From an optimization exercise on the open Yosys and OpenROAD flow, aimed at a short achievable clock period and few clock cycles; shortcuts taken in it are not production practice.
Function was checked by simulation only, so behaviour that the tests miss may differ from the original.
The clock port is modelled as an ideal driver; clocking choices that lean on that would not hold on a real chip.
Power figures rest on the tool's default switching activity, not on a simulated workload.

// lc3b_cache
module lc3b_cache (
	input wire logic clk,
	input wire logic rst_n,
	input wire logic mem_read,
	input wire logic mem_write,
	input logic [16-1:0] mem_address,
	input logic [16-1:0] mem_wdata,
	input logic [1:0] mem_byte_enable,
	output logic [16-1:0] mem_rdata,
	output logic mem_resp,
	output logic pmem_read,
	output logic pmem_write,
	output logic [9+3-1:0] pmem_address,
	output logic [128-1:0] pmem_wdata,
	input logic [128-1:0] pmem_rdata,
	input wire logic pmem_resp
	);
Size: about 5000 cells after synthesis, roughly 330 I/O pins, about 75000 sq um of cells after synthesis.
clock: 7.0 ns
lec_check: 0
cap_margin: 20
core_margin: 2
core_utilization: 60
setup_slack_margin: 4.25
slew_margin: 80
synth_hierarchical: 1
standard.sh (not shown) runs the stock make flow with config.mk's settings and CLKGATE_MAP_FILE= SYNTH_SCRIPT=/design/flow/synth_recipe.tcl, a recipe that flattens the netlist after the stock synthesis.
==> flow/flow/run.sh <==
#!/bin/bash
# Own layout flow: the standard ORFS flow (the standard.sh, with its
# synthesis unchanged), with
# - the port buffers made as buf_8 cells instead of the small delay buffers
#   buffer_ports picks by default,
# - the resizer free to change a cell's footprint,
# - a fanout limit set before each repair step (flow/max_fanout.tcl).
# Each step's full log is kept by ORFS under orfs/logs/; make's own output
# goes to make_finish.log here.
set -euo pipefail
W=$(pwd)
MF="$W/flow/max_fanout.tcl"
bash "$W/standard.sh" \
	MATCH_CELL_FOOTPRINT=0 \
	"BUFFER_PORTS_ARGS=-buffer_cell sky130_fd_sc_hd__buf_8" \
	PRE_RESIZE_TCL="$MF" \
	PRE_CTS_TCL="$MF" \
	PRE_GLOBAL_ROUTE_TCL="$MF" \
	finish > "$W/make_finish.log" 2>&1
==> flow/flow/max_fanout.tcl <==
# Limit the fanout the resizer leaves on any net, so that high-fanout nets
# (the address bits and their decoded selects) get balanced buffer trees
# instead of chains of slew-repair buffers.
set_max_fanout 16 [current_design]
Testbench counts at the start, summed over its fixed seeds: cycles 70,052.
Rerun with:
CORE_UTILIZATION = 50   (was 60)
PLACE_DENSITY = 0.75   (was not set)
SETUP_SLACK_MARGIN = 4.6   (was 4.25)
What happened:
- maximum frequency came out lower by 3.8%
- sequential cell count is unchanged
- die area went up by 20%
- utilization decreases by 8.3 points

========
lc3b_cache again, from the RTL that the note above started with.
clock: 7.0 ns
lec_check: 0
cap_margin: 20
core_margin: 2
core_utilization: 50
setup_slack_margin: 4.4
slew_margin: 80
synth_hierarchical: 1
Scripts as last shown in full above: flow/flow/run.sh, flow/flow/max_fanout.tcl
Testbench counts at the start, summed over its fixed seeds: cycles 70,052.
==> next run, changes <==
--- a/flow/config.mk
+++ b/flow/config.mk
@@ -10 +10 @@
-export CORE_UTILIZATION = 50
+export CORE_UTILIZATION = 55
Result: The changed run produced a clean layout. Worst setup slack improved by 0.049 ns. Total power decreases by 1.5%. Count of clock-buffer cells in the layout decreases by 6. Core utilization increases by 7.0 points. Combinational power increases by about 2%. Cell area stays flat. Clock power decreases by about 4.4%. Wire length increases by 0.46%. Register-to-register slack improved by 0.11 ns. Area after synthesis is unchanged.

========
Setup of oak:
lc3b_cache again, from the RTL that the note above started with.
clock: 7.0 ns
lec_check: 0
cap_margin: 20
core_margin: 2
core_utilization: 60
setup_slack_margin: 4.4
slew_margin: 80
synth_hierarchical: 1
Scripts as last shown in full above: flow/flow/run.sh, flow/flow/max_fanout.tcl
Testbench counts of oak, summed over its fixed seeds: cycles 70,052.
> inputs changed (oak -> pine)
diff --git a/flow/config.mk b/flow/config.mk
--- a/flow/config.mk
+++ b/flow/config.mk
@@ -8 +8 @@
-export CAP_MARGIN = 20
+export CAP_MARGIN = 40
@@ -12 +12 @@
-export SLEW_MARGIN = 80
+export SLEW_MARGIN = 90
Re synthesized cell count: no difference whatsoever between pine and oak. Seen in the log of pine: DPL-0038 during 3_5_place_dp, after which the run never completed. Going from oak to pine, area share of fa/ha/maj cells after synthesis comparable, die span in x comparable, number of port buffers comparable, row count comparable. Changes observed in pine relative to oak: net count after synthesis closely matched the old numbers, cell area after synthesis closely matched the old numbers. Re xor-xnor portion of the synthesized cell area: no difference whatsoever between oak and pine.

==> afterwards: timing with drivers on the ports <==
The results above use ideal ports. As a check the final layouts listed here were re-extracted and re-timed, cells and wires unchanged. Step 1: set_driving_cell puts a clkbuf_16 on clk and a buf_2 on each other input, an assumption about the parent block. Step 2 moves the port delays by t, midway between the first and last clock arrival at a register: inputs arrive t later, outputs are due t later. That takes back most of the time a late clock gives input paths. Slacks: ideal / step 1 / step 2; pairs: ideal / step 1.
| run | t, ns | setup WS [ns] | worst hold slack (ns) | worst register clock-pin slew, ns | worst slew at a driven data input, ns |
|---|---|---|---|---|---|
| the first run of note 1 | 0.895 | 4.078 / 4.122 / 3.227 | 0.473 / 0.473 / 0.473 | 0.07 / 0.07 | 0.20 |
| the second run of note 1 | 0.939 | 3.963 / 4.001 / 3.063 | 0.476 / 0.476 / 0.476 | 0.08 / 0.08 | 0.24 |
| the first run of note 2 | 0.875 | 4.181 / 4.162 / 3.327 | 0.500 / 0.500 / 0.500 | 0.07 / 0.07 | 0.23 |
| the second run of note 2 | 0.883 | 4.230 / 4.156 / 3.367 | 0.505 / 0.505 / 0.505 | 0.07 / 0.07 | 0.23 |
| oak | 0.885 | 4.208 / 4.171 / 3.357 | 0.520 / 0.520 / 0.520 | 0.07 / 0.07 | 0.21 |
After both steps setup and hold are still met in every run listed. For the second run of note 1, which loses most, drivers alone change the setup slack by +0.038 ns; drivers and shift together by -0.900 ns.
